This is an optimization exercise on Yosys and OpenROAD, whose aim is small area, a short achievable clock period and few clock cycles per item, not a production implementation. Where RTL was checked, it was by simulation tests only, not by an equivalence proof against the original. No functional check of the RTL was part of runs 2 and 7.

[design/flow/config.mk]
export PLATFORM = sky130hd
export DESIGN_NAME = math_expression_inverse
export DESIGN_NICKNAME = math_expression_inverse
export VERILOG_FILES = /design/flow/design.v
export SDC_FILE = /design/flow/constraint.sdc
export NUM_CORES = 4
export LEC_CHECK = 0
export CAP_MARGIN = 20
export CORE_MARGIN = 2
export CORE_UTILIZATION = 40
export SETUP_SLACK_MARGIN = 4.0
export SLEW_MARGIN = 20
[design/flow/constraint.sdc]
create_clock -name core_clock -period 8.5 [get_ports {clk}]
set_input_delay 1.7000 -clock core_clock [delete_from_list [all_inputs] [get_ports {clk}]]
set_output_delay 1.7000 -clock core_clock [all_outputs]
set_load 0.01 [all_outputs]
[design/flow/design.v]
module math_expression_inverse #(
  parameter int W = 32
) (
  input  logic                  clk,
  input  logic                  reset,
  input  logic                  start,
  input  logic signed [2*W+3:0] q,
  input  logic                  rmd,
  input  logic signed [W-1:0]   a,
  input  logic signed [W-1:0]   b,
  input  logic signed [W-1:0]   d,
  output logic signed [W-1:0]   c,
  output logic                  valid,
  output logic                  busy,
  output logic                  err_div0,
  output logic                  inexact,
  output logic                  ovf
);
  localparam int NB = 2*W + 6;                 
  localparam int K  = 32;                      
  localparam int NC = NB / 2;                  
  localparam int CW = $clog2(NC + 1);
  localparam logic [1:0] PREP = 2'd0, FIRST = 2'd1, RUN = 2'd2;
  logic [1:0]    st;
  logic [NB-1:0] qr;      
  logic [W-1:0]  rr;      
  logic [W:0]    dx;      
  logic [W+2:0]  d3;      
  logic          sd;      
  logic          sn;      
  logic [CW-1:0] cnt;
  logic [1:0]    r3;      
  logic          ff;      
  logic          nz;      
  logic          nz3;     
  logic [W-1:0]  qm;      
  logic          sy_r, sel_r, div0_r;
  logic dc;
  assign dc = ~sd;
  function automatic logic ones(input logic [W+3:0] a, input logic [W+3:0] b, input logic ci);
    ones = &(~(a ^ b) ~^ {a[W+2:0] & b[W+2:0], ci});
  endfunction
  logic [NB-1:0] n_s;
  logic [W:0]    d1_s;
  logic n_co, d1_co;
  mei_add #(.N(NB)) u_n (.a(qr), .b({{(NB-W-2){rr[W-1]}}, rr, 2'b00}), .ci(1'b0), .s(n_s), .co(n_co));
  mei_add #(.N(W+1)) u_d1 (.a(dx), .b(~d3[W:0]), .ci(1'b1), .s(d1_s), .co(d1_co));
  logic [K-1:0] t_top;
  logic [W+1:0] d_t;
  logic         skip;
  assign t_top = {qr[NB-1 -: 2], qr[NB-3 -: K-2] ^ {(K-2){sn}}};
  assign d_t   = {2'b00, t_top} + {dx[W], dx} + (W+2)'(dc);
  assign skip  = (st == FIRST) & d_t[W+1];
  logic          x1, x2;
  logic [W:0]    rsh;            
  logic [W+1:0]  rsh4;           
  logic [W+1:0]  df1;            
  logic [W+3:0]  dfa, dfc;       
  logic          t1, t2, t3;
  assign x1   = qr[NB-1];
  assign x2   = qr[NB-2];
  assign rsh  = {rr, x1};
  assign rsh4 = {rr, x1, x2};
  assign df1  = {1'b0, rsh} + {dx[W], dx} + (W+2)'(dc);
  assign dfa  = {2'b00, rsh4} + {{3{dx[W]}}, dx} + (W+4)'(dc);
  assign dfc  = {2'b00, rsh4} + {d3[W+2], d3} + (W+4)'(dc);
  assign t1   = ~dfa[W+3];
  assign t2   = ~df1[W+1];
  assign t3   = ~dfc[W+3];
  logic [3:0] fk;                
  assign fk[0] = ones({2'b00, rsh4}, {{3{dx[W]}}, dx}, dc);
  assign fk[1] = ones({3'b000, rsh}, {{3{dx[W]}}, dx}, dc) & x2;
  assign fk[2] = ones({2'b00, rsh4}, {d3[W+2], d3}, dc);
  assign fk[3] = ff & x1 & x2;
  logic [3:0][1:0] q3k, r3k;
  logic [3:0]      selk, syk;
  always_comb begin
    for (int k = 0; k < 4; k++) begin
      logic [3:0] t;
      logic       dl, sy_k;
      t = {r3, 2'(k)};
      case (t)
        4'd0:  {q3k[k], r3k[k]} = {2'd0, 2'd0};
        4'd1:  {q3k[k], r3k[k]} = {2'd0, 2'd1};
        4'd2:  {q3k[k], r3k[k]} = {2'd0, 2'd2};
        4'd3:  {q3k[k], r3k[k]} = {2'd1, 2'd0};
        4'd4:  {q3k[k], r3k[k]} = {2'd1, 2'd1};
        4'd5:  {q3k[k], r3k[k]} = {2'd1, 2'd2};
        4'd6:  {q3k[k], r3k[k]} = {2'd2, 2'd0};
        4'd7:  {q3k[k], r3k[k]} = {2'd2, 2'd1};
        4'd8:  {q3k[k], r3k[k]} = {2'd2, 2'd2};
        4'd9:  {q3k[k], r3k[k]} = {2'd3, 2'd0};
        4'd10: {q3k[k], r3k[k]} = {2'd3, 2'd1};
        4'd11: {q3k[k], r3k[k]} = {2'd3, 2'd2};
        default: {q3k[k], r3k[k]} = 4'd0;     
      endcase
      dl      = sn & fk[k];
      sy_k    = (sn ^ sd) | ~(nz | (k != 0) | dl);
      syk[k]  = sy_k;
      selk[k] = sy_k ? ~((r3k[k] == 2'd2) | ((r3k[k] == 2'd1) & dl))
                     :  ((r3k[k] == 2'd0) & ~dl);
    end
  end
  logic [1:0]   y;               
  logic [W-1:0] r_nx;
  assign y    = t3 ? 2'd3 : t2 ? 2'd2 : t1 ? 2'd1 : 2'd0;
  assign r_nx = t3 ? dfc[W-1:0] : t2 ? {df1[W-2:0], x2} : t1 ? dfa[W-1:0] : {rr[W-3:0], x1, x2};
  logic       qa, qb, f_nx, sy_nx, sel_nx;
  logic [1:0] r3b;
  assign {qa, qb} = q3k[y];
  assign r3b      = r3k[y];
  assign f_nx     = fk[y];
  assign sy_nx    = syk[y];
  assign sel_nx   = selk[y];
  logic nz_nx;
  assign nz_nx    = nz | (|y);
  logic [W+2:0] d3_s;
  logic         d3_co;
  mei_add #(.N(W+3)) u_d3 (.a({dx[W], dx, dc}), .b({{2{dx[W]}}, dx}), .ci(dc), .s(d3_s), .co(d3_co));
  logic last;
  assign last  = (cnt == CW'(NC));
  assign valid = busy & (((st == RUN) & div0_r) | last);
  always_ff @(posedge clk or posedge reset) begin
    if (reset) busy <= 1'b0;
    else       busy <= busy ? ~valid : start;
  end
  always_ff @(posedge clk) begin
    if (!busy) begin
      st  <= PREP;
      qr  <= {q[2*W+3], q, rmd};
      rr  <= d;
      dx  <= {a[W-1], a};
      d3  <= {{2{b[W-1]}}, b[W-1], b};
      cnt <= '0;
      r3  <= '0;
      nz  <= 1'b0;
      nz3 <= 1'b0;
      qm  <= '1;
    end else if (st == PREP) begin
      st  <= FIRST;
      qr  <= {1'b0, n_s[NB-2] ^ n_s[NB-1], n_s[NB-3:0]};
      sn  <= n_s[NB-1];
      rr  <= '0;
      sd  <= d1_s[W];
      dx  <= d1_s[W] ? d1_s : ~d1_s;
      d3  <= ~((W+3)'(3));    
    end else if (skip) begin
      st  <= RUN;
      qr  <= {qr[NB-K-1 -: 2] ^ {2{sn}}, qr[NB-K-3:0], {K{1'b0}}};
      rr  <= W'(t_top);
      cnt <= CW'(K / 2);
      ff  <= ones({2'b00, t_top}, {{3{dx[W]}}, dx}, dc);
      div0_r <= ~sd & (&dx);
      d3  <= d3_s;
    end else begin
      if (st == FIRST) begin
        div0_r <= ~sd & (&dx);
        d3  <= d3_s;
      end
      st  <= RUN;
      qr  <= {qr[NB-3 -: 2] ^ {2{sn}}, qr[NB-5:0], qa, qb};
      qm  <= (qa | qb) ? {qr[W-3:0], qb ? {qa, 1'b0} : 2'b01} : {qm[W-3:0], 2'b11};
      rr  <= r_nx;
      cnt <= cnt + CW'(1);
      r3  <= r3b;
      nz  <= nz_nx;
      nz3 <= nz3 | qa | qb;
      ff  <= f_nx;
      sy_r  <= sy_nx;
      sel_r <= sel_nx;
    end
  end
  logic         delta, inx1, inx2, hi;
  logic [W-1:0] v;
  assign delta = sn & ff;
  assign inx1  = sn ? ~ff : (|rr);
  assign inx2  = sy_r ? ~(((r3 == 2'd2) & ~delta) | ((r3 == 2'd1) & delta))
                      : ~(((r3 == 2'd1) & ~delta) | ((r3 == 2'd0) & delta));
  assign hi    = (|(qr[NB-1 -: 2] ^ {2{sn}})) | (|qr[NB-3:W]);
  assign v     = sel_r ? qm : qr[W-1:0];
  assign c        = div0_r ? '0 : (v ^ {W{sy_r}});
  assign err_div0 = div0_r;
  assign inexact  = ~div0_r & (inx1 | inx2);
  assign ovf      = ~div0_r & (hi | (v[W-1] & (~sel_r | nz3)));
endmodule
module mei_add #(
  parameter int N = 8
) (
  input  logic [N-1:0] a,
  input  logic [N-1:0] b,
  input  logic         ci,
  output logic [N-1:0] s,
  output logic         co
);
  logic [N-1:0] p0, g0, p, g;
  always_comb begin
    p0 = a ^ b;
    g0 = a & b;
    p  = p0;
    g  = g0;
    g[0] = g0[0] | (p0[0] & ci);
    for (int i = 1; i <= $clog2(N); i++)
      for (int j = 2**i - 1; j < N; j += 2**i) begin
        g[j] = g[j] | (p[j] & g[j - 2**(i-1)]);
        p[j] = p[j] & p[j - 2**(i-1)];
      end
    for (int i = $clog2(N); i > 0; i--)
      for (int j = 2**i + 2**(i-1) - 1; j < N; j += 2**i) begin
        g[j] = g[j] | (p[j] & g[j - 2**(i-1)]);
        p[j] = p[j] & p[j - 2**(i-1)];
      end
    s  = p0 ^ {g[N-2:0], ci};
    co = g[N-1];
  end
endmodule
[design/flow/run.sh]
#!/bin/bash
# synth_recipe.tcl (not shown) runs the flow's synth.tcl, then flattens the netlist and writes it again
# the make line also repeats each setting of config.mk as NAME=value (left out here)
make -C /OpenROAD-flow-scripts/flow DESIGN_CONFIG=/design/flow/config.mk WORK_HOME=/design/flow/orfs CLKGATE_MAP_FILE= SYNTH_SCRIPT=/design/flow/synth_recipe.tcl finish
==> qor.yml, run 1 <==
status:
  status: "timing/DRC/antenna clean"
timing:
  slew_headroom_pct: 34.41
  skew_ns: 0.03056
  fin_tns_setup_ns: 0
  rsz0062_at_grt: "yes"
  setup_ws_ns: 4.029
  fin_crit_sh_pct: 52.60
  period_minus_slack_ns: 4.471
  finalSetupViolCount: 0
  tightest_slew_ns: 0.9838
  maxSlewViolCount: 0
  finalHoldViolCount: 0
  max_freq_ghz: 0.2237
cells_and_area:
  drive_gt1_share_pct: 10.06
  fillerInstances: 6109
  final_cell_mix: "nor2_1 (287), ha_1 (271), clkdlybuf4s50_1 (203)"
  multi_input_area_sq_um: 19500
  nets: 3750
  final_common_cell: "nor2_1"
  area_growth_pct: 20.46
  regArea_sq_um: 5259
setup_path:
  end_kind: "flop"
  crit_buf_inv: 3
  reg2reg_to: "qm[0]$_SDFFE_PN1P_"
  rrSetupSlack_ns: 4.03
  crit_arrival_ns: 4.97
  r2r-start: "qr[68]$_DFF_P_"
  worstRegToRegCells: 15
  cp_common_cell: "o211ai_1"
  cp.required_ns: 9.00
  critical_path_class: "reg2reg"
  cpPeakStageDelay_ns: 0.50
  critPathMaxFanout: 21
  crit_family: "compound AO/OA/AOI/OAI gates"
  path_cells: "clkinvlp_4 -> fa_1 -> and3b_1 -> or4b_1 -> o211ai_1 -> o211ai_1 -> a21oi_2 -> o31ai_4 -> buf_6 -> o21ai_0 -> and2_1 -> ha_4 -> buf_16 -> or3_1 -> o32a_2"
  crit_path_start_kind: "flop"
  crit_slowest_cell: "fa_1"
drt:
  drc: 0
  totalWireLength_um: 107000
  ant_nets: 0
  first_pass_iters: 5
  vias: 24073
  vias_per_cell: 6.020
  drt_iter0_drc: 1953
  wl_per_cell_um: 26.76
logic_synthesis:
  ys_seq_elements: 221
  avgSynthCellArea_sq_um: 8.827
  yosysSeqAreaShare_pct: 20.31
  syn_area_sq_um: 25550
  synth_cell_type_count: 92
  yosys_warnings: 4
  synth-main-ff-cell: "dfxtp_1"
  synth_fp_nets: 3516
  synth_edf_count: 76
  synthCells: 2895
  async_reset_ff_share_pct: 0.4525
cts:
  clock_latency_ns: 0.64
  clock-sinks: 221
  cts_root_buf: "clkbuf_16"
  cts_buffer_depth: 3
  ctsHoldBuffers: 0
  path_clk_slew_ns: 0.06
  htree_levels: 1
  cts_tree: "yes"
  cts_buffers: 31
job:
  cap_viol_max_count: 0
die:
  die_area_sq_um: 65920
  die_x_um: 256.8
  rows: 92
  dieHeight_um: 256.8
  ios: 205
  core_sq_um: 63080
  start_util_pct: 40.51
worst_hold_path:
  hold_depth: 2
  holdPathEnd: "qm[30]$_SDFFE_PN1P_"
  worstHoldStart: "qm[30]$_SDFFE_PN1P_"
  hp-class: "reg2reg"
placed_design:
  dp_hpwl_um: 82220
  io_buffers: 204
  routabilityCongestion: 0.9969
  dp_slack_ns: 2.956
grt:
  grt_max_degree: 93
  grt_pass1_wl_um: 156300
  overflow: 0
  grt_pass1_vias: 23989
  antenna_found_initial: 0
  grtUsageTotal_pct: 31.64
routing by layer:
layer  GRT usage (%)  vias up  wire [um]
met2           54.01      899      51290
met5               0        -          0
li1                -    10892          -
met1           41.07    12070      44570
met4           12.26        0       4910
met3           3.292      212       6223
sequential cells by signal, indices dropped and copies added, names as in the netlist:
name	count
ff	1
qm	32
nz	1
st	2
div0_r	1
sd	1
cnt	6
sel_r	1
r3	2
dx	33
qr	70
nz3	1
sn	1
sy_r	1
d3	35
rr	32
busy	1
cell usage after synthesis (11+ instances only):
library cell,n,area share [%]
mux2i_1,74,2.9
nor2_1,288,4.2
nor3_1,31,0.61
nand3_1,55,1.1
nand4_1,62,1.5
o21a_1,15,0.44
a21oi_1,192,3.8
a311oi_1,15,0.51
fa_1,179,14
and2_1,11,0.27
inv_1,182,2.7
a31oi_1,94,2.3
o21bai_1,19,0.56
edfxtp_1,76,8.9
a211oi_1,19,0.56
nor2b_1,13,0.32
mux2_2,18,0.79
o211ai_1,63,1.9
nand2_1,207,3.0
o21ai_0,103,2.0
ha_1,274,13
nand2b_1,11,0.27
xnor2_1,159,5.4
clkbuf_1,101,1.5
and3_1,14,0.34
o221ai_1,12,0.41
dfxtp_1,144,11
nor4_1,29,0.71
xor2_1,152,5.2
a21o_1,68,2.0
a221oi_1,24,0.82
final cells by class:
cell class,count,area share (%)
inverter,184,2.293
clock inverter,14,0.6829
multi-input combinational,2363,63.34
clock buffer,42,2.849
tap,846,3.439
antenna,1,0.008130
sequential,221,17.08
timing repair buffer,328,10.30
stage by stage:
stage / utilization, % / hold slack [ns] / cell area [sq um] / instances
after floorplan: - / 0.4424 / 25550 / 2895
after global placement: 45.13 / 0.4715 / 28470 / 3854
after detailed placement: 45.14 / 0.4749 / 28470 / 3854
after CTS: 47.65 / 0.4881 / 30060 / 3940
after global routing: 48.79 / 0.5260 / 30780 / 3998
final: 48.80 / 0.4819 / 30780 / 3999
cells by family (layout without fill, tap and decap cells):
family | count (synthesis) | in the layout | synth area share (%)
flip-flops | 221 | 221 | 20.31
multiplexers | 94 | 94 | 3.804
buffers and inverters | 311 | 568 | 4.735
AO/OA/AOI/OAI | 731 | 731 | 19.07
XOR/XNOR | 311 | 311 | 10.66
other | 0 | 1 | 0
AND/OR/NAND/NOR | 774 | 774 | 13.98
adder cells (fa/ha/maj) | 453 | 453 | 27.44
worst min-delay path, delay by kind of cell, from the launching register on:
family / cells / cell delay (ns)
compound gates: 1 / 0.08
simple gates: 1 / 0.05
flops: 1 / 0.32
what timing repair did:
action / CTS / global route
gates cloned: 0 / 3
setup buffers: 30 / 55
pin swaps: 3 / 15
resized for setup: 74 / 57
setup endpoints to repair: 145 / 79
worst max-delay path by stage:
stage                                 from             endpoint  cells past startpoint  slack, ns
after floorplan            dx[5]$_DFFE_PN_  qm[23]$_SDFFE_PN1P_                     18       4.19
after global placement      qr[68]$_DFF_P_   qm[4]$_SDFFE_PN1P_                     13       3.05
after detailed placement    qr[68]$_DFF_P_   qm[6]$_SDFFE_PN1P_                     13       2.96
after CTS                 dx[14]$_DFFE_PN_   qm[8]$_SDFFE_PN1P_                     14       3.99
after global routing        rr[15]$_DFF_P_       qr[53]$_DFF_P_                     16       3.93
final                       qr[68]$_DFF_P_   qm[0]$_SDFFE_PN1P_                     15       4.03
Testbench counts, summed over its fixed seeds: cycles 44,605, jobs 1,920.
==> run 2: changes to the inputs <==
--- a/design/flow/design.v
+++ b/design/flow/design.v
@@ -62,7 +62,8 @@
   assign rsh  = {rr, x1};
   assign rsh4 = {rr, x1, x2};
-  assign df1  = {1'b0, rsh} + {dx[W], dx} + (W+2)'(dc);
-  assign dfa  = {2'b00, rsh4} + {{3{dx[W]}}, dx} + (W+4)'(dc);
-  assign dfc  = {2'b00, rsh4} + {d3[W+2], d3} + (W+4)'(dc);
+  logic df1_co, dfa_co, dfc_co;
+  mei_add #(.N(W+2)) u_s1 (.a({1'b0, rsh}), .b({dx[W], dx}), .ci(dc), .s(df1), .co(df1_co));
+  mei_add #(.N(W+4)) u_sa (.a({2'b00, rsh4}), .b({{3{dx[W]}}, dx}), .ci(dc), .s(dfa), .co(dfa_co));
+  mei_add #(.N(W+4)) u_sc (.a({2'b00, rsh4}), .b({d3[W+2], d3}), .ci(dc), .s(dfc), .co(dfc_co));
   assign t1   = ~dfa[W+3];
   assign t2   = ~df1[W+1];
==> qor.yml, run 2 <==
status:
  status: "timing/DRC/antenna clean"
cells_and_area:
  final_cell_mix: "ha_1 (268), nor2_1 (236), clkdlybuf4s50_1 (203)"
  final_common_cell: "ha_1"
  area_growth_pct: 21.00
  regArea_sq_um: 5250
  nets: 3480
  multi_input_area_sq_um: 18730
  top_regs: "qr: 70 flops, d3: 35 flops, dx: 33 flops"
  drive_gt1_share_pct: 11.66
  fin_util_pct: 49.04
  fillerInstances: 5628
  fin_cells: 3665
  largest-register: "qr"
  largest_register_ffs: 70
die:
  die_area_sq_um: 63260
  start_util_pct: 40.53
  ios: 205
  die_x_um: 251.5
  dieHeight_um: 251.5
  rows: 90
  core_sq_um: 60470
worst_hold_path:
  hold_depth: 2
  worstHoldStart: "qm[30]$_SDFFE_PN1P_"
  holdPathEnd: "qm[30]$_SDFFE_PN1P_"
  hp-class: "reg2reg"
setup_path:
  critical_path_class: "reg2reg"
  r2r-start: "dx[0]$_DFFE_PN_"
  end_kind: "flop"
  cp_common_cell: "a31o_4"
  path_cells: "inv_4 -> buf_6 -> fa_2 -> fa_2 -> nand3b_1 -> nand4_1 -> o21ai_4 -> o41ai_4 -> buf_4 -> a211o_1 -> a31o_4 -> a31o_4 -> a31o_4 -> a31o_4 -> fa_1 -> mux2i_1 -> nand2_1 -> a221oi_4 -> o2bb2ai_1"
  cpPeakStageDelay_ns: 0.45
  cp.required_ns: 8.99
  critPathMaxFanout: 5
  crit_slowest_cell: "o41ai_4"
  crit_family: "compound AO/OA/AOI/OAI gates"
  worstRegToRegCells: 19
  crit_arrival_ns: 4.91
  crit_path_start_kind: "flop"
  crit_buf_inv: 3
  reg2reg_to: "rr[30]$_DFF_P_"
  rrSetupSlack_ns: 4.08
logic_synthesis:
  synth_cell_type_count: 68
  synthCells: 2622
  synth-main-ff-cell: "dfxtp_1"
  avgSynthCellArea_sq_um: 9.347
  yosys.area.top_type: "fa_1"
  synth_area_leaders: "fa_1 (15%), ha_1 (14%), dfxtp_1 (12%)"
  yosysSeqAreaShare_pct: 21.18
  async_reset_ff_share_pct: 0.4525
  syn_area_sq_um: 24510
  synth_fp_nets: 3242
  synth_common_cells: "ha_1 (272), nor2_1 (240), nand2_1 (187)"
  yosys_warnings: 6
  post-synth-top-count-cell: "ha_1"
  synth_edf_count: 76
  synth.top_cell.area_share_pct: 14.70
  ys_seq_elements: 221
timing:
  fin_crit_sh_pct: 51.97
  max_freq_ghz: 0.2264
  skew_ns: 0.02077
  maxSlewViolCount: 0
  whs_ns: 0.4951
  period_minus_slack_ns: 4.417
  rsz0062_at_grt: "yes"
  fin_tns_setup_ns: 0
  slew_headroom_pct: 29.00
  finalHoldViolCount: 0
  tightest_slew_ns: 1.055
  finalSetupViolCount: 0
grt:
  grt_pass1_vias: 22318
  grt_max_degree: 86
  antenna_found_initial: 3
  overflow: 0
  grtUsageTotal_pct: 30.53
  grt_pass1_wl_um: 143500
drt:
  ant_nets: 0
  totalWireLength_um: 98200
  drt_iter0_drc: 1794
  first_pass_iters: 5
  vias: 22028
  wl_per_cell_um: 26.79
  vias_per_cell: 6.010
  drc: 0
cts:
  clock_latency_ns: 0.62
  ctsHoldBuffers: 0
  cts_buffer_depth: 3
  path_clk_slew_ns: 0.07
  htree_levels: 1
  cts_tree: "yes"
  clock-sinks: 221
  cts_root_buf: "clkbuf_16"
  cts_buffers: 30
placed_design:
  routabilityCongestion: 0.9895
  dp_hpwl_um: 75110
  dp.cells: 3523
  io_buffers: 204
job:
  cap_viol_max_count: 0
==> run 2: changes by cell type after synthesis, sizes merged, moves of 13 or more <==
cell,change
a21oi,-43
xnor3,+32
nor3,-14
inv,-26
a221o,+26
nand3,-18
xnor2,-50
a31o,+16
nor2,-48
a311oi,-14
nand2,-20
a211oi,+13
o211ai,-19
a31oi,-24
==> run 2: worst max path at each step <==
stage                               start                   to  slack [ns]  depth (start not counted)
after floorplan             rr[0]$_DFF_P_       qr[47]$_DFF_P_        4.05                         17
after global placement     qr[68]$_DFF_P_  qm[27]$_SDFFE_PN1P_        2.85                         16
after detailed placement   qr[68]$_DFF_P_  qm[13]$_SDFFE_PN1P_        2.72                         16
after CTS                    sd$_DFFE_PP_       rr[24]$_DFF_P_        4.00                         16
after global routing       rr[25]$_DFF_P_       qr[68]$_DFF_P_        3.95                         17
final                     dx[0]$_DFFE_PN_       rr[30]$_DFF_P_        4.08                         19
==> run 2: cell families after synthesis <==
group | Yosys count | share of synthesized area, %
AOI/OAI and AO/OA | 653 | 17.84
muxes | 97 | 4.089
xor gates and xnor gates | 284 | 12.10
DFF | 221 | 21.18
buffers and inverters | 280 | 4.488
adders and majority gates | 452 | 28.59
and+or+nand+nor | 635 | 11.71
==> run 2: repair_timing <==
action / CTS / global route
gates resized for setup: 88 / 67
endpoints found under the setup margin: 181 / 95
buffers inserted: 60 / 23
cloned: 2 / 2
pin swaps: 22 / 38
==> run 2: cell type report <==
cell class	count	area share, %
tap	782	3.300
multi-input combinational	2122	63.16
clock inverter	15	0.5570
sequential	221	17.70
inverter	158	2.042
timing repair buffer	327	10.48
clock buffer	39	2.747
antenna	1	0.008439
==> run 2: worst min-delay path, stage by stage, from the launching register on <==
cell and delay (ns):
dfxtp_1 0.31, nand2_1 0.05, o211ai_1 0.08
==> run 2: metrics by stage <==
stage / worst slack, ns / cell area [sq um]
6_report: 4.083 / 29650
4_1_cts: 3.995 / 29170
3_5_place_dp: 2.723 / 27370
3_3_place_gp: 2.852 / 27370
2_1_floorplan: 4.048 / 24520
5_1_grt: 3.949 / 29650
==> run 2: metal layers <==
metal  up-vias  track usage [%]  part of all wire [%]
met5         -                0                 0.023
met1     10865            39.31                    41
li1       9934                -                     -
met3       246            4.024                   7.0
met4         4            15.73                   6.3
met2       979            50.19                    46
==> run 3: changes to the inputs <==
--- a/design/flow/design.v
+++ b/design/flow/design.v
@@ -50,5 +50,6 @@
   logic         skip;
   assign t_top = {qr[NB-1 -: 2], qr[NB-3 -: K-2] ^ {(K-2){sn}}};
-  assign d_t   = {2'b00, t_top} + {dx[W], dx} + (W+2)'(dc);
+  logic         d_t_co;
+  mei_add #(.N(W+2)) u_t (.a({2'b00, t_top}), .b({dx[W], dx}), .ci(dc), .s(d_t), .co(d_t_co));
   assign skip  = (st == FIRST) & d_t[W+1];
   logic          x1, x2;
--- a/design/flow/config.mk
+++ b/design/flow/config.mk
@@ -9,4 +9,5 @@
 export CORE_MARGIN = 2
 export CORE_UTILIZATION = 40
+export CTS_BUF_LIST = sky130_fd_sc_hd__clkbuf_8
 export SETUP_SLACK_MARGIN = 4.0
 export SLEW_MARGIN = 20
==> qor.yml, run 3 <==
grt:
  overflow: 0
  grtUsageTotal_pct: 30.64
  grt_util_met3_pct: 3.534
  met1_usage_pct: 38.36
  grt_max_degree: 89
  grt_pass1_wl_um: 146100
  grt-busiest-layer: "met2"
  use_met2_pct: 51.61
  grt_pass1_vias: 23458
  antenna_found_initial: 2
die:
  rows: 91
  die_x_um: 253.8
  die_area_sq_um: 64400
  start_util_pct: 40.43
  dieHeight_um: 253.8
  ios: 205
  core_sq_um: 61710
logic_synthesis:
  avgSynthCellArea_sq_um: 9.080
  synthCells: 2748
  yosys.area.top_type: "fa_1"
  synth-main-ff-cell: "dfxtp_1"
  yosysSeqAreaShare_pct: 20.80
  syn_area_sq_um: 24950
  synth_fp_nets: 3367
  post-synth-top-count-cell: "ha_1"
  synth.top_cell.area_share_pct: 14.44
  synth_edf_count: 76
  synth_common_cells: "ha_1 (271), nor2_1 (266), nand2_1 (183)"
  async_reset_ff_share_pct: 0.4525
  yosys_warnings: 6
  ys_seq_elements: 221
  synth_cell_type_count: 88
  synth_area_leaders: "fa_1 (14%), ha_1 (14%), dfxtp_1 (12%)"
cells_and_area:
  final_cell_mix: "ha_1 (267), nor2_1 (263), clkdlybuf4s50_1 (203)"
  nets: 3591
  largest-register: "qr"
  area_growth_pct: 19.26
  largest_register_ffs: 70
  top_regs: "qr: 70 flops, d3: 35 flops, dx: 33 flops"
  final_common_cell: "ha_1"
  drive_gt1_share_pct: 11.34
  fillerInstances: 5980
worst_hold_path:
  holdPathEnd: "nz3$_SDFFE_PN0P_"
  hold_depth: 2
  worstHoldStart: "nz3$_SDFFE_PN0P_"
  hp-class: "reg2reg"
timing:
  fin_crit_sh_pct: 52.27
  finalSetupViolCount: 0
  whs_ns: 0.4765
  period_minus_slack_ns: 4.443
  rsz0062_at_grt: "no"
  max_freq_ghz: 0.2251
  tightest_slew_ns: 1.110
  finalHoldViolCount: 0
  maxSlewViolCount: 0
  fin_tns_setup_ns: 0
  slew_headroom_pct: 25.31
  skew_ns: 0.02917
cts:
  path_clk_slew_ns: 0.08
  cts_tree: "yes"
  clock_latency_ns: 0.65
  htree_levels: 2
  cts_buffers: 44
  cts_buffer_depth: 3
  cts_root_buf: "clkbuf_8"
  ctsHoldBuffers: 0
  clock-sinks: 221
setup_path:
  end_kind: "flop"
  r2r-start: "dx[0]$_DFFE_PN_"
  worstRegToRegCells: 16
  critical_path_class: "reg2reg"
  crit_path_start_kind: "flop"
  reg2reg_to: "rr[31]$_DFF_P_"
  rrSetupSlack_ns: 4.06
  crit_arrival_ns: 4.91
  critPathMaxFanout: 5
  cp.required_ns: 8.97
drt:
  drc: 0
  wl_per_cell_um: 25.74
  totalWireLength_um: 98940
  ant_nets: 0
  vias_per_cell: 5.934
  first_pass_iters: 6
  drt_iter0_drc: 1903
  vias: 22809
placed_design:
  io_buffers: 204
  routabilityCongestion: 0.9649
  dp_hpwl_um: 77580
job:
  cap_viol_max_count: 0
status:
  status: "timing/DRC/antenna clean"
## run 3: logic make-up after synthesis
kind of cell / synth area share (%)
muxes: 5.285
AOI/OAI and AO/OA: 17.45
DFF: 20.80
adders and majority gates: 28.03
xor gates and xnor gates: 10.17
and+or+nand+nor: 13.55
buffers and inverters: 4.708
## run 3: critical path, cell delays in order, from the launching register on
cell and delay (ns):
edfxtp_1 0.48, inv_2 0.19, fa_1 0.23, fa_2 0.25, nand3b_1 0.14, nand4_1 0.14
nand4_1 0.19, o311ai_4 0.13, a31o_4 0.29, a31o_2 0.27, a31o_2 0.27, a31o_2 0.26
fa_1 0.43, xnor2_1 0.15, a21oi_1 0.09, mux2i_1 0.47, o211ai_1 0.26
## run 3: timing repair
action                     4_1_cts  5_1_grt
pin swaps                        9       15
buffers inserted                27       38
setup endpoints to repair      115       75
gates resized for setup         74       45
## run 3: worst max path at each step
stage                             from                   to  slack (ns)  cells past startpoint
finish                 dx[0]$_DFFE_PN_       rr[31]$_DFF_P_        4.06                     16
floorplan              dx[0]$_DFFE_PN_   qm[2]$_SDFFE_PN1P_        3.95                     18
CTS                       sn$_DFFE_PP_                  ovf        3.94                      7
global placement        qr[68]$_DFF_P_  qm[23]$_SDFFE_PN1P_        2.89                     15
global route        r3[0]$_SDFFE_PN0P_              inexact        4.00                      8
detailed placement      qr[68]$_DFF_P_  qm[16]$_SDFFE_PN1P_        2.81                     15
## run 3: area by class of cell
type                            instances  area [sq um]  area share [%]
Antenna cell                            1         2.502        0.008409
Clock buffer                           53         729.5           2.451
Clock inverter                         27         135.1          0.4541
Inverter                              164         633.1           2.127
Multi-Input combinational cell       2232         19040           63.98
Sequential cell                       221          5235           17.59
Tap cell                              837          1047           3.519
Timing Repair Buffer                  309          2935           9.864
## run 3: routing by layer
metal  vias to the layer above  share of wire (%)
met3                       233                5.5
li1                      10382                  -
met4                         2                6.1
met1                     11351                 41
met5                         -              0.013
met2                       841                 47
## run 3: metrics by stage
step                std cells  setup slack [ns]  util, %  instance area (sq um)
finish                   3844             4.057    48.22                  29760
global route             3843             3.998    48.22                  29760
CTS                      3805             3.937    47.43                  29270
detailed placement       3698             2.810    45.11                  27840
global placement         3697             2.891    45.09                  27830
floorplan                2748             3.953        -                  24950
Testbench counts of run 3, summed over its fixed seeds: cycles 44,605, jobs 1,920.
==> run 4: changes to the inputs <==
--- a/design/flow/config.mk
+++ b/design/flow/config.mk
@@ -10,4 +10,4 @@
 export CORE_UTILIZATION = 40
 export CTS_BUF_LIST = sky130_fd_sc_hd__clkbuf_8
-export SETUP_SLACK_MARGIN = 4.0
+export SETUP_SLACK_MARGIN = 3.4
 export SLEW_MARGIN = 20
==> qor.yml, run 4 <==
grt:
  grt_util_met3_pct: 3.862
  overflow: 0
  grt_pass1_wl_um: 147200
  grt_max_degree: 92
  grt_pass1_vias: 23000
  use_met2_pct: 51.11
  grtUsageTotal_pct: 30.84
  antenna_found_initial: 2
  met1_usage_pct: 39.60
  grt-busiest-layer: "met2"
logic_synthesis:
  synth_area_leaders: "fa_1 (14%), ha_1 (14%), dfxtp_1 (12%)"
  yosys.area.top_type: "fa_1"
  avgSynthCellArea_sq_um: 9.080
  synth.top_cell.area_share_pct: 14.44
  syn_area_sq_um: 24950
  async_reset_ff_share_pct: 0.4525
  synth_common_cells: "ha_1 (271), nor2_1 (266), nand2_1 (183)"
  post-synth-top-count-cell: "ha_1"
  synth_fp_nets: 3367
  synth_cell_type_count: 88
  synth_edf_count: 76
  yosys_warnings: 6
  yosysSeqAreaShare_pct: 20.80
  synthCells: 2748
  ys_seq_elements: 221
  synth-main-ff-cell: "dfxtp_1"
job:
  cap_viol_max_count: 0
setup_path:
  crit_path_start_kind: "flop"
  reg2reg_to: "rr[31]$_DFF_P_"
  rrSetupSlack_ns: 3.61
  crit_arrival_ns: 3.23
  r2r-start: "sn$_DFFE_PP_"
  critical_path_class: "reg2out"
  cp.required_ns: 6.80
  worstRegToRegCells: 14
  critPathMaxFanout: 7
  end_kind: "primary output"
drt:
  totalWireLength_um: 98920
  wl_per_cell_um: 26.09
  drt_iter0_drc: 1751
  first_pass_iters: 5
  vias: 22483
  drc: 0
  ant_nets: 0
  vias_per_cell: 5.931
cts:
  path_clk_slew_ns: 0.06
  cts_buffer_depth: 3
  htree_levels: 2
  clock_latency_ns: 0.65
  clock-sinks: 221
  cts_buffers: 46
  cts_tree: "yes"
  ctsHoldBuffers: 0
  cts_root_buf: "clkbuf_8"
die:
  die_area_sq_um: 64400
  ios: 205
  dieHeight_um: 253.8
  start_util_pct: 40.43
  rows: 91
  die_x_um: 253.8
  core_sq_um: 61710
timing:
  rsz0062_at_grt: "yes"
  skew_ns: 0.03565
  fin_crit_sh_pct: 58.01
  finalHoldViolCount: 0
  whs_ns: 0.4662
  tightest_slew_ns: 1.036
  maxSlewViolCount: 0
  max_freq_ghz: 0.2028
  finalSetupViolCount: 0
  fin_tns_setup_ns: 0
  period_minus_slack_ns: 4.931
  slew_headroom_pct: 30.32
worst_hold_path:
  holdPathEnd: "nz3$_SDFFE_PN0P_"
  hp-class: "reg2reg"
  hold_depth: 2
  worstHoldStart: "nz3$_SDFFE_PN0P_"
cells_and_area:
  final_cell_mix: "ha_1 (269), nor2_1 (264), clkdlybuf4s50_1 (204)"
  largest-register: "qr"
  area_growth_pct: 16.19
  drive_gt1_share_pct: 7.382
  nets: 3537
  top_regs: "qr: 70 flops, d3: 35 flops, dx: 33 flops"
  multi_input_area_sq_um: 18730
  final_common_cell: "ha_1"
  fillerInstances: 6045
  regArea_sq_um: 5196
  largest_register_ffs: 70
placed_design:
  routabilityCongestion: 0.9813
  io_buffers: 204
  dp_hpwl_um: 77930
status:
  status: "timing/DRC/antenna clean"
-- run 4: cell counts after synthesis --
Identical to the previous run, type by type.
-- run 4: area by class of cell --
type                            instances  area share, %
Timing Repair Buffer                  253          8.437
Inverter                              164          2.123
Clock inverter                         25         0.5394
Multi-Input combinational cell       2232          64.60
Tap cell                              837          3.612
Sequential cell                       221          17.92
Clock buffer                           58          2.753
Antenna cell                            1       0.008631
-- run 4: per-layer routing --
metal / vias to the layer above / routed length, um
li1: 10261 / -
met2: 841 / 46260
met4: 2 / 5446
met3: 224 / 5896
met1: 11155 / 41300
met5: - / 13
-- run 4: cell families (layout without fill, tap and decap cells) --
| family | count (synthesis) | after routing | synth area share [%] |
|---|---|---|---|
| and+or+nand+nor | 727 | 727 | 13.55 |
| AOI/OAI and AO/OA | 640 | 640 | 17.45 |
| adders and majority gates | 451 | 451 | 28.03 |
| buffers and inverters | 295 | 500 | 4.708 |
| xor gates and xnor gates | 286 | 286 | 10.17 |
| DFF | 221 | 221 | 20.80 |
| muxes | 128 | 128 | 5.285 |
| other | 0 | 1 | 0 |
-- run 4: stage by stage --
step	instance area [sq um]	worst slack, ns	util (%)	instances
2_1_floorplan	24950	3.651	-	2748
3_3_place_gp	27840	3.114	45.11	3698
3_5_place_dp	27850	2.935	45.12	3698
4_1_cts	28910	3.424	46.85	3787
5_1_grt	28990	3.326	46.98	3791
6_report	28990	3.569	46.98	3791
-- run 4: worst max path at each step --
stage                       startpoint                   to  slack [ns]  depth (start not counted)
floorplan               rr[31]$_DFF_P_   qm[2]$_SDFFE_PN1P_        3.65                         15
global placement          sd$_DFFE_PP_   qm[0]$_SDFFE_PN1P_        3.11                         16
detailed placement        sd$_DFFE_PP_  qm[22]$_SDFFE_PN1P_        2.93                         15
CTS                 r3[0]$_SDFFE_PN0P_              inexact        3.42                          8
global route            qr[68]$_DFF_P_   qm[5]$_SDFFE_PN1P_        3.33                         17
finish              r3[0]$_SDFFE_PN0P_              inexact        3.57                          8
-- run 4: critical path, cell delays in order (launching register included) --
cell and delay, ns:
dfxtp_1 0.38, inv_1 0.13, ha_1 0.32, mux2i_1 0.36
nor4_2 0.10, nand4_1 0.19, nor4_2 0.09, a311oi_2 0.40
clkdlybuf4s50_1 0.63
-- run 4: what timing repair did --
action | CTS | global route
setup buffers | 6 | 3
pin swaps | 1 | 0
setup endpoints to repair | 51 | 49
cloned | 0 | 0
resized for setup | 5 | 11
==> run 5: changes to the inputs <==
--- a/design/flow/config.mk
+++ b/design/flow/config.mk
@@ -10,4 +10,4 @@
 export CORE_UTILIZATION = 40
 export CTS_BUF_LIST = sky130_fd_sc_hd__clkbuf_8
-export SETUP_SLACK_MARGIN = 3.4
+export SETUP_SLACK_MARGIN = 4.4
 export SLEW_MARGIN = 20
==> qor.yml, run 5 <==
status:
  status: "timing/DRC/antenna clean"
timing:
  setup_ws_ns: 4.198
  tightest_slew_ns: 1.044
  rsz0062_at_grt: "yes"
  finalHoldViolCount: 0
  period_minus_slack_ns: 4.302
  fin_tns_setup_ns: 0
  slew_headroom_pct: 29.74
  skew_ns: 0.01846
  maxSlewViolCount: 0
  fin_crit_sh_pct: 50.61
  max_freq_ghz: 0.2325
  finalSetupViolCount: 0
drt:
  totalWireLength_um: 102900
  ant_nets: 0
  drc: 0
  wl_per_cell_um: 25.96
  first_pass_iters: 5
  vias: 23459
  drt_iter0_drc: 2070
  vias_per_cell: 5.920
grt:
  overflow: 0
  grt_pass1_wl_um: 149800
  grt_max_degree: 134
  grtUsageTotal_pct: 31.31
  antenna_found_initial: 5
  grt_pass1_vias: 23748
setup_path:
  critical_path_class: "reg2out"
  worstRegToRegCells: 16
  crit_buf_inv: 2
  cp.required_ns: 6.80
  cp.depth: 7
  crit_arrival_ns: 2.60
  cp_common_cell: "nor4_4"
  cpPeakStageDelay_ns: 0.43
  path_cells: "buf_12 -> mux2i_4 -> nor4_4 -> nand4_1 -> nor4_4 -> a311oi_2 -> buf_2"
  startpoint: "sy_r$_DFFE_PP_"
  r2r-start: "sd$_DFFE_PP_"
  crit_path_start_kind: "flop"
  crit_slowest_cell: "edfxtp_1"
  critPathMaxFanout: 2
  end_kind: "primary output"
  crit_family: "simple AND/OR/NAND/NOR gates"
logic_synthesis:
  ys_seq_elements: 221
  synth_area_leaders: "fa_1 (14%), ha_1 (14%), dfxtp_1 (12%)"
  syn_area_sq_um: 24950
  synth.top_cell.area_share_pct: 14.44
  avgSynthCellArea_sq_um: 9.080
  yosys_warnings: 6
  synth-main-ff-cell: "dfxtp_1"
  yosysSeqAreaShare_pct: 20.80
  synthCells: 2748
  yosys.area.top_type: "fa_1"
  post-synth-top-count-cell: "ha_1"
  synth_edf_count: 76
  synth_common_cells: "ha_1 (271), nor2_1 (266), nand2_1 (183)"
  async_reset_ff_share_pct: 0.4525
  synth_cell_type_count: 88
  synth_fp_nets: 3367
cts:
  cts_buffer_depth: 3
  ctsHoldBuffers: 0
  clock-sinks: 221
  htree_levels: 2
  cts_buffers: 45
  clock_latency_ns: 0.63
  cts_tree: "yes"
  cts_root_buf: "clkbuf_8"
  path_clk_slew_ns: 0.08
die:
  die_area_sq_um: 64400
  ios: 205
  core_sq_um: 61710
  dieHeight_um: 253.8
  start_util_pct: 40.43
  rows: 91
  die_x_um: 253.8
cells_and_area:
  largest_register_ffs: 70
  final_common_cell: "ha_1"
  top_regs: "qr: 70 flops, d3: 35 flops, dx: 33 flops"
  drive_gt1_share_pct: 18.12
  largest-register: "qr"
  nets: 3706
  fillerInstances: 5817
  area_growth_pct: 26.72
  final_cell_mix: "ha_1 (262), nor2_1 (258), buf_4 (185)"
placed_design:
  io_buffers: 204
  routabilityCongestion: 0.9805
  dp_hpwl_um: 76260
  dp_slack_ns: 2.691
job:
  cap_viol_max_count: 0
worst_hold_path:
  hold_depth: 2
  hp-class: "reg2reg"
  worstHoldStart: "nz3$_SDFFE_PN0P_"
## run 5: cell counts after synthesis
No cell type changed its count.
## run 5: layer usage
layer	part of all wire (%)	up-vias	GRT usage (%)
met2	48	914	52.84
li1	-	10591	-
met5	0.014	-	0
met3	5.8	235	3.524
met1	41	11717	40.00
met4	5.3	2	14.72
## run 5: per-stage QoR
| stage | hold WS [ns] | util (%) | area [sq um] | instances |
|---|---|---|---|---|
| CTS | 0.4739 | 49.32 | 30440 | 3880 |
| global route | 0.5247 | 51.24 | 31620 | 3963 |
| floorplan | 0.4247 | - | 25000 | 2748 |
| finish | 0.4688 | 51.24 | 31620 | 3963 |
| detailed placement | 0.4567 | 45.13 | 27850 | 3694 |
| global placement | 0.4487 | 45.11 | 27840 | 3694 |
## run 5: kinds of logic (layout without fill, tap and decap cells)
kind of cell    Yosys count  count (layout)  synth area share [%]
compound gates          640             640                 17.45
xor+xnor                286             286                 10.17
fa+ha+maj               451             451                 28.03
buf+inv                 295             669                 4.708
flops                   221             221                 20.80
mux                     128             128                 5.285
other cells               0               3                     0
simple gates            727             728                 13.55
## run 5: worst min-delay path, stage by stage (launching register included)
cell and delay [ns]:
dfxtp_1 0.33, nand2_1 0.05, o21ai_0 0.06
## run 5: path summary, 6_finish.rpt
kind | end | slack [ns]
hold reg to reg | nz3$_SDFFE_PN0P_ | 0.47
setup reg to reg | qm[30]$_SDFFE_PN1P_ | 4.23
min in group asynchronous | busy$_DFF_PP0_ | 1.21
setup / recovery | inexact | 4.20
max in group asynchronous | busy$_DFF_PP0_ | 7.19
hold / removal | nz3$_SDFFE_PN0P_ | 0.47
## run 5: cell type report
class | instances | area (sq um) | share of cell area, %
Antenna cell | 3 | 7.507 | 0.02374
Clock buffer | 61 | 839.6 | 2.655
Clock inverter | 22 | 173.9 | 0.5500
Inverter | 164 | 645.6 | 2.042
Multi-Input combinational cell | 2233 | 19640 | 62.11
Sequential cell | 221 | 5256 | 16.62
Tap cell | 837 | 1047 | 3.312
Timing Repair Buffer | 422 | 4009 | 12.68
## run 5: what timing repair did
| item | 4_1_cts | 5_1_grt |
|---|---|---|
| resized for setup | 189 | 130 |
| cloned | 2 | 5 |
| buffers inserted | 101 | 75 |
| pin swaps | 49 | 83 |
| setup endpoints to repair | 198 | 120 |
==> run 6: changes to the inputs <==
==> design/flow/flow/run.sh (new file) <==
#!/bin/bash
# The standard layout, with the port buffers made from the smallest buffer cell
# (buf_1) instead of the cell buffer_ports picks by default. Every port is still buffered.
set -euo pipefail
cd "$(dirname "$0")/.."
export BUFFER_PORTS_ARGS="-buffer_cell sky130_fd_sc_hd__buf_1"
bash standard.sh > flow_standard.log 2>&1
==> design/flow/standard.sh (new file) <==
#!/bin/bash
# synth_recipe.tcl (not shown) runs the flow's synth.tcl, then flattens the netlist and writes it again
# the make line also repeats each setting of config.mk as NAME=value (left out here)
make -C /OpenROAD-flow-scripts/flow DESIGN_CONFIG=/design/flow/config.mk WORK_HOME=/design/flow/orfs CLKGATE_MAP_FILE= SYNTH_SCRIPT=/design/flow/synth_recipe.tcl "${@:-finish}"
--- a/design/flow/config.mk
+++ b/design/flow/config.mk
@@ -10,4 +10,4 @@
 export CORE_UTILIZATION = 40
 export CTS_BUF_LIST = sky130_fd_sc_hd__clkbuf_8
-export SETUP_SLACK_MARGIN = 4.4
+export SETUP_SLACK_MARGIN = 4.0
 export SLEW_MARGIN = 20
removed: design/flow/run.sh
==> qor.yml, run 6 <==
status:
  status: "timing/DRC/antenna clean"
timing:
  max_freq_ghz: 0.2235
  fin_tns_setup_ns: 0
  skew_ns: 0.02269
  tightest_slew_ns: 0.9652
  finalHoldViolCount: 0
  period_minus_slack_ns: 4.474
  rsz0062_at_grt: "yes"
  finalSetupViolCount: 0
  maxSlewViolCount: 0
  fin_crit_sh_pct: 52.63
  slew_headroom_pct: 35.41
job:
  cap_viol_max_count: 0
die:
  rows: 91
  ios: 205
  die_x_um: 253.8
  start_util_pct: 40.43
  core_sq_um: 61710
  die_area_sq_um: 64400
  dieHeight_um: 253.8
grt:
  grt_pass1_vias: 23174
  grt_max_degree: 92
  grt_pass1_wl_um: 145600
  antenna_found_initial: 0
  overflow: 0
  grtUsageTotal_pct: 30.39
cells_and_area:
  top_regs: "qr: 70 flops, d3: 35 flops, dx: 33 flops"
  nets: 3576
  area_growth_pct: 13.72
  fin_util_pct: 45.98
  largest-register: "qr"
  fin_area_sq_um: 28380
  final_common_cell: "ha_1"
  fillerInstances: 6094
  final_cell_mix: "ha_1 (267), nor2_1 (264), buf_1 (204)"
  drive_gt1_share_pct: 10.20
  antenna_cells: 0
  largest_register_ffs: 70
drt:
  vias: 22821
  vias_per_cell: 5.962
  ant_nets: 0
  wl_per_cell_um: 25.93
  first_pass_iters: 6
  drt_iter0_drc: 2139
  drc: 0
  totalWireLength_um: 99240
placed_design:
  placedInstanceArea_sq_um: 26530
  routabilityCongestion: 0.9683
  io_buffers: 204
  dp_hpwl_um: 76580
logic_synthesis:
  synth-main-ff-cell: "dfxtp_1"
  synth_edf_count: 76
  async_reset_ff_share_pct: 0.4525
  synth_common_cells: "ha_1 (271), nor2_1 (266), nand2_1 (183)"
  synth_fp_nets: 3367
  yosys.area.top_type: "fa_1"
  synth.top_cell.area_share_pct: 14.44
  synthCells: 2748
  syn_area_sq_um: 24950
  synth_area_leaders: "fa_1 (14%), ha_1 (14%), dfxtp_1 (12%)"
  ys_seq_elements: 221
  synth_cell_type_count: 88
  yosys_warnings: 6
  post-synth-top-count-cell: "ha_1"
  avgSynthCellArea_sq_um: 9.080
  yosysSeqAreaShare_pct: 20.80
setup_path:
  crit_path_start_kind: "flop"
  cpPeakStageDelay_ns: 0.60
  critical_path_class: "reg2out"
  reg2reg_to: "dx[22]$_DFFE_PN_"
  critPathMaxFanout: 9
  crit_arrival_ns: 2.77
  cp.required_ns: 6.80
  path_cells: "nor4_1 -> and4_1 -> nand4_1 -> nor4_4 -> a311oi_2 -> buf_1"
  worstRegToRegCells: 18
  r2r-start: "dx[0]$_DFFE_PN_"
  rrSetupSlack_ns: 4.11
  crit_slowest_cell: "nor4_1"
  end_kind: "primary output"
worst_hold_path:
  holdPathEnd: "nz3$_SDFFE_PN0P_"
  worstHoldStart: "nz3$_SDFFE_PN0P_"
  hold_depth: 2
  hp-class: "reg2reg"
cts:
  htree_levels: 2
  cts_tree: "yes"
  path_clk_slew_ns: 0.06
  cts_root_buf: "clkbuf_8"
  clock_latency_ns: 0.65
  cts_buffer_depth: 3
  ctsHoldBuffers: 0
  clock-sinks: 221
  cts_buffers: 46
-- run 6: worst max-delay path: cells and delay by family (launching register included) --
family,cells,cell delay [ns]
AO/OA/AOI/OAI,1,0.10
flip-flops,1,0.51
buffers and inverters,1,0.18
AND/OR/NAND/NOR,4,1.33
-- run 6: cell families after synthesis --
group | after synthesis | synth area share (%)
AND/OR/NAND/NOR | 727 | 13.55
adder cells (fa/ha/maj) | 451 | 28.03
multiplexers | 128 | 5.285
flip-flops | 221 | 20.80
XOR/XNOR | 286 | 10.17
AO/OA/AOI/OAI | 640 | 17.45
buffers and inverters | 295 | 4.708
-- run 6: through the flow --
stage / hold slack [ns] / worst slack [ns] / std cells
final: 0.4749 / 4.026 / 3828
after CTS: 0.4661 / 3.965 / 3797
after detailed placement: 0.4519 / 2.791 / 3694
after floorplan: 0.4247 / 3.953 / 2748
after global placement: 0.4403 / 2.881 / 3694
after global routing: 0.4817 / 3.887 / 3828
-- run 6: what timing repair did --
action                                 in CTS  in global routing
endpoints found under the hold margin       0                  0
cloned                                      0                  4
gates resized for setup                    42                 56
setup buffers                              21                 27
pin swaps                                   5                 16
setup endpoints to repair                 113                 90
-- run 6: per-layer routing --
| metal | share of wire (%) | vias to the layer above | global-route usage, % | routed length [um] |
|---|---|---|---|---|
| met5 | 0 | - | 0 | 0 |
| met4 | 5.5 | 0 | 14.96 | 5482 |
| met3 | 6.8 | 225 | 4.261 | 6760 |
| met2 | 46 | 992 | 49.51 | 45630 |
| met1 | 42 | 11258 | 39.51 | 41370 |
| li1 | - | 10346 | - | - |
-- run 6: area by class of cell --
class,instances,area (sq um),share of cell area (%)
Clock inverter,30,196.4,0.6922
Clock buffer,52,715.7,2.522
Timing Repair Buffer,291,1568,5.525
Multi-Input combinational cell,2233,18990,66.94
Tap cell,837,1047,3.690
Sequential cell,221,5224,18.41
Inverter,164,631.9,2.227
-- run 6: how the worst max path moves through the flow --
stage | from | slack (ns) | depth (start not counted) | end
finish | rr[14]$_DFF_P_ | 4.03 | 6 | inexact
floorplan | dx[0]$_DFFE_PN_ | 3.95 | 18 | qm[2]$_SDFFE_PN1P_
global placement | qr[68]$_DFF_P_ | 2.88 | 16 | qm[16]$_SDFFE_PN1P_
CTS | dx[0]$_DFFE_PN_ | 3.97 | 16 | qm[7]$_SDFFE_PN1P_
detailed placement | qr[68]$_DFF_P_ | 2.79 | 16 | qm[8]$_SDFFE_PN1P_
global route | dx[0]$_DFFE_PN_ | 3.89 | 19 | dx[23]$_DFFE_PN_
==> run 7: changes to the inputs <==
--- a/design/flow/design.v
+++ b/design/flow/design.v
@@ -50,6 +50,5 @@
   logic         skip;
   assign t_top = {qr[NB-1 -: 2], qr[NB-3 -: K-2] ^ {(K-2){sn}}};
-  logic         d_t_co;
-  mei_add #(.N(W+2)) u_t (.a({2'b00, t_top}), .b({dx[W], dx}), .ci(dc), .s(d_t), .co(d_t_co));
+  assign d_t   = {2'b00, t_top} + {dx[W], dx} + (W+2)'(dc);
   assign skip  = (st == FIRST) & d_t[W+1];
   logic          x1, x2;
==> qor.yml, run 7 <==
logic_synthesis:
  synth-main-ff-cell: "dfxtp_1"
  synth_top_family_by_area: "adder cells"
  yosys.area.top_type: "fa_1"
  synthAdderAreaFrac_pct: 28.59
  synth.top_cell.area_share_pct: 14.70
  muxShareOfSynthArea_pct: 4.089
  synth_edf_count: 76
  avgSynthCellArea_sq_um: 9.347
  synth-compound-area-share_pct: 17.84
  async_reset_ff_share_pct: 0.4525
  synth-simple-area-share_pct: 11.71
  syn_area_sq_um: 24510
  synthCells: 2622
  synth_cell_type_count: 68
  yosys_warnings: 6
  synth_area_leaders: "fa_1 (15%), ha_1 (14%), dfxtp_1 (12%)"
  ys_seq_elements: 221
  synth_common_cells: "ha_1 (272), nor2_1 (240), nand2_1 (187)"
  synth-xor-area-share_pct: 12.10
  post-synth-top-count-cell: "ha_1"
  synth_fp_nets: 3242
  yosysSeqAreaShare_pct: 21.18
drt:
  totalWireLength_um: 97750
  ant_nets: 0
  first_pass_iters: 7
  drc: 0
  wl_per_cell_um: 26.41
  drt_iter0_drc: 1807
  vias_per_cell: 5.899
  vias: 21832
cts:
  clock-sinks: 221
  path_clk_slew_ns: 0.06
  clock_latency_ns: 0.65
  cts_tree: "yes"
  htree_levels: 2
  cts_buffers: 47
  ctsHoldBuffers: 0
  cts_buffer_depth: 3
  cts_root_buf: "clkbuf_8"
timing:
  period_minus_slack_ns: 4.474
  slew_headroom_pct: 24.59
  finalHoldViolCount: 0
  fin_crit_sh_pct: 52.64
  maxSlewViolCount: 0
  setup_ws_ns: 4.026
  skew_ns: 0.03066
  rsz0062_at_grt: "yes"
  finalSetupViolCount: 0
  tightest_slew_ns: 1.121
  fin_tns_setup_ns: 0
  max_freq_ghz: 0.2235
cells_and_area:
  largest_register_ffs: 70
  top_regs: "qr: 70 flops, d3: 35 flops, dx: 33 flops"
  drive_gt1_share_pct: 12.16
  largest-register: "qr"
  nets: 3501
  area_growth_pct: 15.56
  antenna_cells: 0
  final_common_cell: "ha_1"
  final_cell_mix: "ha_1 (271), nor2_1 (236), buf_1 (204)"
job:
  cap_viol_max_count: 0
setup_path:
  rrSetupSlack_ns: 4.03
  end_kind: "flop"
  critical_path_class: "reg2reg"
  crit_arrival_ns: 5.00
  crit_path_start_kind: "flop"
  cp.required_ns: 9.03
  critPathMaxFanout: 7
die:
  die_x_um: 251.5
  dieHeight_um: 251.5
  rows: 90
  core_sq_um: 60470
  die_area_sq_um: 63260
  ios: 205
  start_util_pct: 40.53
placed_design:
  dp_slack_ns: 2.801
  routabilityCongestion: 0.9702
  io_buffers: 204
  dp_hpwl_um: 75500
grt:
  grt_pass1_wl_um: 144000
  grt_pass1_vias: 22370
  grtUsageTotal_pct: 30.66
  use_met2_pct: 50.18
  grt_max_degree: 79
  antenna_found_initial: 1
  met1_usage_pct: 39.64
  overflow: 0
  grt_util_met3_pct: 4.137
  grt-busiest-layer: "met2"
status:
  status: "timing/DRC/antenna clean"
worst_hold_path:
  hp-class: "reg2reg"
==> run 7: cell count changes in the layout (fill, tap and decap cells not counted), moves of 13 or more <==
cell / delta
a21o_1: +35
buf_4: +34
nor3_1: -33
xnor3_1: +31
nor2_1: -28
a211oi_1: +27
mux2i_1: -24
xor2_1: -24
a221o_1: -16
a31oi_1: -16
o21ai_1: +15
dfxtp_1: -14
dfxtp_2: +13
==> run 7: layer usage <==
metal / up-vias / part of all wire [%]
met3: 230 / 6.0
met5: - / 0
li1: 9959 / -
met4: 0 / 6.0
met2: 865 / 46
met1: 10778 / 42
==> run 7: area by class of cell <==
cell class	instances	area (sq um)
clock buffers	52	715.7
multi-input cells	2121	18650
flip-flops and latches	221	5244
repair buffers	332	1898
inverters	158	604.3
fillers	5814	32150
well taps	782	978.4
clock inverters	35	230.2
==> run 7: logic make-up (layout without fill, tap and decap cells) <==
kind of cell,count (synthesis),count (layout)
simple gates,635,635
mux,97,97
buf+inv,280,577
flops,221,221
compound gates,653,653
xor+xnor,284,284
fa+ha+maj,452,452
==> run 7: what timing repair did <==
action | in CTS | in global routing
gates resized for setup | 70 | 67
buffers inserted | 54 | 35
gates cloned | 1 | 2
hold endpoints to repair | 0 | 0
pin swaps | 14 | 35
endpoints found under the setup margin | 179 | 95
==> run 7: critical path: stages (launching register included) <==
cell and delay [ns]:
dfxtp_1 0.69, ha_1 0.23, nand4_1 0.25, or4_1 0.75, or3_1 0.45, nand3_4 0.12
a221oi_4 0.08, a21oi_2 0.23, a31oi_2 0.15, fa_1 0.45, xnor2_1 0.16, xnor2_1 0.25
xnor2_1 0.14, o21ai_0 0.08, o32ai_1 0.32
==> run 7: worst paths after layout <==
path | from | endpoint | depth (start not counted)
worst min register to register | nz3$_SDFFE_PN0P_ | nz3$_SDFFE_PN0P_ | 1
worst max register to register | rr[30]$_DFF_P_ | qr[68]$_DFF_P_ | 14
max in group asynchronous | reset | busy$_DFF_PP0_ | 2
worst max-delay path | rr[30]$_DFF_P_ | qr[68]$_DFF_P_ | 14
min in group asynchronous | reset | busy$_DFF_PP0_ | 2
worst min-delay path | nz3$_SDFFE_PN0P_ | nz3$_SDFFE_PN0P_ | 1
==> run 7: per-stage QoR <==
stage / cells / hold WS, ns / area, sq um / util, %
final: 3701 / 0.4909 / 28320 / 46.83
after floorplan: 2622 / 0.4549 / 24520 / -
after CTS: 3664 / 0.4920 / 27770 / 45.92
after global routing: 3701 / 0.5209 / 28320 / 46.83
after global placement: 3521 / 0.4690 / 26070 / 43.12
after detailed placement: 3522 / 0.4784 / 26080 / 43.13

-- static timing again, ports no longer ideal --
Ports are ideal in the flow. The routed layouts listed here were re-timed in OpenROAD. Step 1 (the two cells are an assumption about what drives the block):
set clk [get_ports {clk}]
set_driving_cell -lib_cell sky130_fd_sc_hd__clkbuf_16 $clk
set_driving_cell -lib_cell sky130_fd_sc_hd__buf_2 [delete_from_list [all_inputs] $clk]
Step 2 also shifts input and output timing later by t, the mid clock arrival at the registers, as if the neighbouring blocks saw the same clock. a / b / c = ideal ports / drivers / drivers and shift; a / b = the first two.
| run | t, ns | setup slack, ns | worst setup path after step 2 |
|---|---|---|---|
| run 1 | 0.689 | 4.029 / 3.964 / 4.029 | register to register |
| run 2 | 0.671 | 4.083 / 4.049 / 4.083 | register to register |
| run 3 | 0.696 | 4.057 / 4.027 / 4.057 | register to register |
| run 4 | 0.693 | 3.569 / 3.510 / 3.612 | register to register |
| run 5 | 0.684 | 4.198 / 4.137 / 4.231 | register to register |
| run 6 | 0.700 | 4.026 / 3.967 / 4.109 | register to register |
| run 7 | 0.698 | 4.026 / 4.026 / 4.026 | register to register |
After both steps setup and hold are still met in every run listed.
